Background: an optimization exercise with open tools, aiming at small area, a short achievable clock period and few clock cycles per item. Do not read the settings as production practice.
In this exercise RTL edits were held to simulation tests only and were not proved equivalent to the original.

Setup of old:
// sw_top
module sw_top (
    input  logic                                clk,
    input  logic                                reset,
    input  logic                                i_valid,
    input  sw_pkg::base_t                       i_ref_base,
    input  sw_pkg::base_t                       i_query_base,
    output logic                                o_finish,
    output logic [8-1:0]              o_max,
    output logic [sw_pkg::RIDX_W:0]             o_pos_ref,
    output logic [sw_pkg::QIDX_W:0]             o_pos_query
);
    logic                        start;
    logic                        load;
    logic [5:0]                  cnt;
    logic                        last;
    logic                        busy;
    logic [5:0]                  best_m2;
    logic [16-1:0][1:0] cand;
    logic                        row1;
    logic [5:0]                  best_s;
    logic [5:0]                  best_g;
    logic [4:0]                  best_j;
    logic [4:0]                  best_i;
    sw_sequencer u_sequencer (
        .clk      (clk),
        .reset    (reset),
        .i_valid  (i_valid),
        .o_start  (start),
        .o_load   (load),
        .o_cnt    (cnt),
        .o_busy   (busy),
        .o_last   (last),
        .o_finish (o_finish)
    );
    sw_pe_array u_pe_array (
        .clk          (clk),
        .reset        (reset),
        .i_start      (start),
        .i_load       (load),
        .i_query_base (i_query_base),
        .i_ref_base   (i_ref_base),
        .i_best       (best_g),
        .i_best_m2    (best_m2),
        .o_cand       (cand),
        .o_row1       (row1)
    );
    sw_max_tracker u_max_tracker (
        .clk         (clk),
        .i_clear     (start),
        .i_cnt       (cnt),
        .i_last      (last),
        .i_cand      (cand),
        .i_row1      (row1),
        .o_best      (best_g),
        .o_best_m2   (best_m2),
        .o_max       (best_s),
        .o_pos_ref   (best_j),
        .o_pos_query (best_i)
    );
    assign o_max       = 8'(best_s);
    assign o_pos_ref   = best_j;
    assign o_pos_query = {1'b0, best_i};
endmodule
==> module sw_max_tracker, before the edit <==
module sw_max_tracker (
    input  logic                          clk,
    input  logic                          i_clear,   
    input  logic [5:0]                    i_cnt,
    input  logic                          i_last,    
    input  logic [16-1:0][1:0]   i_cand,
    input  logic                          i_row1,    
    output logic [5:0]                    o_best,    
    output logic [5:0]                    o_best_m2,
    output logic [5:0]                    o_max,
    output logic [4:0]                    o_pos_ref,
    output logic [4:0]                    o_pos_query
);
    localparam int N = 16;
    logic [5:0]   g_q;        
    logic [2:0]   step_q;     
    logic [4:0]   col_q;      
    logic [5:0]   diag_q;     
    logic [4:0]   row_q;      
    logic [5:0]   max_q;      
    logic [4:0]   ref_q;
    logic [N-1:0] c2;
    logic [N-1:0] c1;
    logic [N-1:0] c0;
    logic [N-1:0] below;      
    logic [N-1:0] c0b;
    logic         any2;
    logic         any1;
    logic         any0;
    logic [4:0]   enc2;
    logic [4:0]   enc1;
    logic [4:0]   enc0;
    logic [5:0]   cnt2;
    logic [5:0]   cnt3;
    logic [5:0]   g_p1;
    logic [5:0]   g_p2;
    logic         take;
    logic [5:0]   g_nxt;
    logic [4:0]   col_nxt;
    function automatic logic [4:0] lowest(input logic [N-1:0] v);
        lowest = '0;
        for (int k = N - 1; k >= 0; k--) begin
            if (v[k]) begin
                lowest = 5'(k + 1);
            end
        end
    endfunction
    for (genvar k = 0; k < N - 1; k++) begin : g_cls
        logic p2;
        logic p1;
        logic p0;
        assign p2 = i_cand[k] == 2'd3;
        assign p1 = i_cand[k] == 2'd2;
        assign p0 = i_cand[k] == 2'd1;
        assign c2[k] = p2 & step_q[0];
        assign c1[k] = (p2 & step_q[1]) | (p1 & step_q[0]);
        assign c0[k] = (p2 & step_q[2]) | (p1 & step_q[1]) | (p0 & step_q[0]);
        assign below[k] = (5'(k + 1) < col_q);
    end
    logic x2;
    logic x1;
    assign x2         = i_row1 && (g_q == 6'd0);
    assign x1         = i_row1 && (g_q == 6'd1);
    assign c2[N-1]    = (i_cand[N-1] == 2'd3) || x2;
    assign c1[N-1]    = (i_cand[N-1] == 2'd2) || x1;
    assign c0[N-1]    = 1'b0;
    assign below[N-1] = 1'b0;
    assign c0b     = c0 & below;
    assign any2    = |c2;
    assign any1    = |c1;
    assign any0    = |c0b;
    assign enc2    = lowest(c2);
    assign enc1    = lowest(c1);
    assign enc0    = lowest(c0b);
    assign cnt2    = i_cnt + 6'd2;
    assign cnt3    = i_cnt + 6'd3;
    assign g_p1    = g_q + 6'd1;
    assign g_p2    = g_q + 6'd2;
    assign take    = any2 || any1 || any0;
    assign g_nxt   = any2 ? g_p2 : (any1 ? g_p1 : g_q);
    assign col_nxt = any2 ? enc2 : (any1 ? enc1 : enc0);
    always_ff @(posedge clk) begin
        if (i_clear) begin
            g_q    <= '0;
            step_q <= 3'b001;
            col_q  <= 5'd1;
            diag_q <= 6'd2;
        end else begin
            step_q <= any2 ? 3'b100 : (any1 ? 3'b010 : 3'b001);
            if (take) begin
                g_q    <= g_nxt;
                col_q  <= col_nxt;
                if (col_nxt == 5'(N)) begin
                    diag_q <= (any2 ? x2 : x1) ? 6'(N + 1) : cnt3;
                end else begin
                    diag_q <= cnt2;
                end
            end
        end
        if (i_last) begin
            max_q <= g_nxt;
            ref_q <= take ? col_nxt : col_q;
        end
        if (i_last && take) begin
            row_q <= 5'(24);
        end else begin
            row_q <= diag_q[4:0] - col_q;
        end
    end
    assign o_best      = g_q;
    assign o_best_m2   = (g_q > 6'd2) ? g_q - 6'd2 : 6'd0;
    assign o_max       = max_q;
    assign o_pos_ref   = ref_q;
    assign o_pos_query = row_q;
endmodule
make LEC_CHECK=0 ABC_AREA=1 CAP_MARGIN=20 CORE_MARGIN=2 CORE_UTILIZATION=40 CTS_CLUSTER_DIAMETER=80 CTS_CLUSTER_SIZE=60 SETUP_SLACK_MARGIN=4.9 SLEW_MARGIN=20 TNS_END_PERCENT=100 finish   # period 7.5 ns
run.sh (not shown) runs the stock make flow with config.mk's settings and CLKGATE_MAP_FILE= SYNTH_SCRIPT=/design/flow/synth_recipe.tcl, a recipe that flattens the netlist after the stock synthesis.
Testbench counts of old, summed over its fixed seeds: cycles 12,480, runs 320.
Modified inputs, new compared to old
--- a/flow/design.v
+++ b/flow/design.v
@@ -262,8 +262,6 @@
     logic [4:0]   col_q;      
     logic [5:0]   diag_q;     
     logic [4:0]   row_q;      
-    logic [5:0]   max_q;      
-    logic [4:0]   ref_q;
     logic [N-1:0] c2;
     logic [N-1:0] c1;
     logic [N-1:0] c0;
@@ -342,10 +340,6 @@
                 end
             end
         end
-        if (i_last) begin
-            max_q <= g_nxt;
-            ref_q <= take ? col_nxt : col_q;
-        end
         if (i_last && take) begin
             row_q <= 5'(24);
         end else begin
@@ -354,8 +348,8 @@
     end
     assign o_best      = g_q;
     assign o_best_m2   = (g_q > 6'd2) ? g_q - 6'd2 : 6'd0;
-    assign o_max       = max_q;
-    assign o_pos_ref   = ref_q;
+    assign o_max       = g_q;
+    assign o_pos_ref   = col_q;
     assign o_pos_query = row_q;
 endmodule
 `timescale 1ns/1ps
Findings:
Going from old to new, final area went down about 1.4%, unique cell type count in the Yosys netlist fell by 7.9%, synthesized cell count ~0 delta, worst-case setup slack after placement saw an increase, overall fraction of global-route tracks in use went down 1.3 points. Overall via count from detail_route ended up 299 lower on new than on old. Compared new vs old, and final period demand of the worst path is up in new. Relative to old, minimum setup slack in the final design decreased by 92 ps in new. Diff old -> new: number of placed cells counting well taps lower.
Testbench counts of new, summed over its fixed seeds: cycles 12,480, runs 320.

==> static timing again, ports no longer ideal <==
In the flow no input, the clock included, has a driving cell. The finished layouts below were timed again as built, in two steps.
Step 1: set_driving_cell puts a clkbuf_16 on clk and a buf_2 on each other input, an assumption about the parent block.
Step 2 adds t to the input delays and takes it off the output delays; t is the mean of the earliest and latest rising clock arrival at the registers after step 1. Input paths then give back, and output paths get back, about the clock's delay inside the block.
a / b / c = no drivers / after step 1 / after step 2; a / b = the first two.
| run | t (ns) | setup WS [ns] | hold WS [ns] | clock arrival spread, ns | worst register clock-pin slew, ns |
|---|---|---|---|---|---|
| old | 0.607 | 4.913 / 4.854 / 4.403 | 0.368 / 0.368 / 0.368 | 0.027 / 0.027 | 0.10 / 0.10 |
| new | 0.605 | 4.821 / 4.763 / 4.390 | 0.359 / 0.359 / 0.359 | 0.038 / 0.039 | 0.10 / 0.10 |
After both steps setup and hold are still met in every run listed. The setup slack of old, which loses most, moves by -0.059 ns with the drivers and by -0.510 ns with both steps.
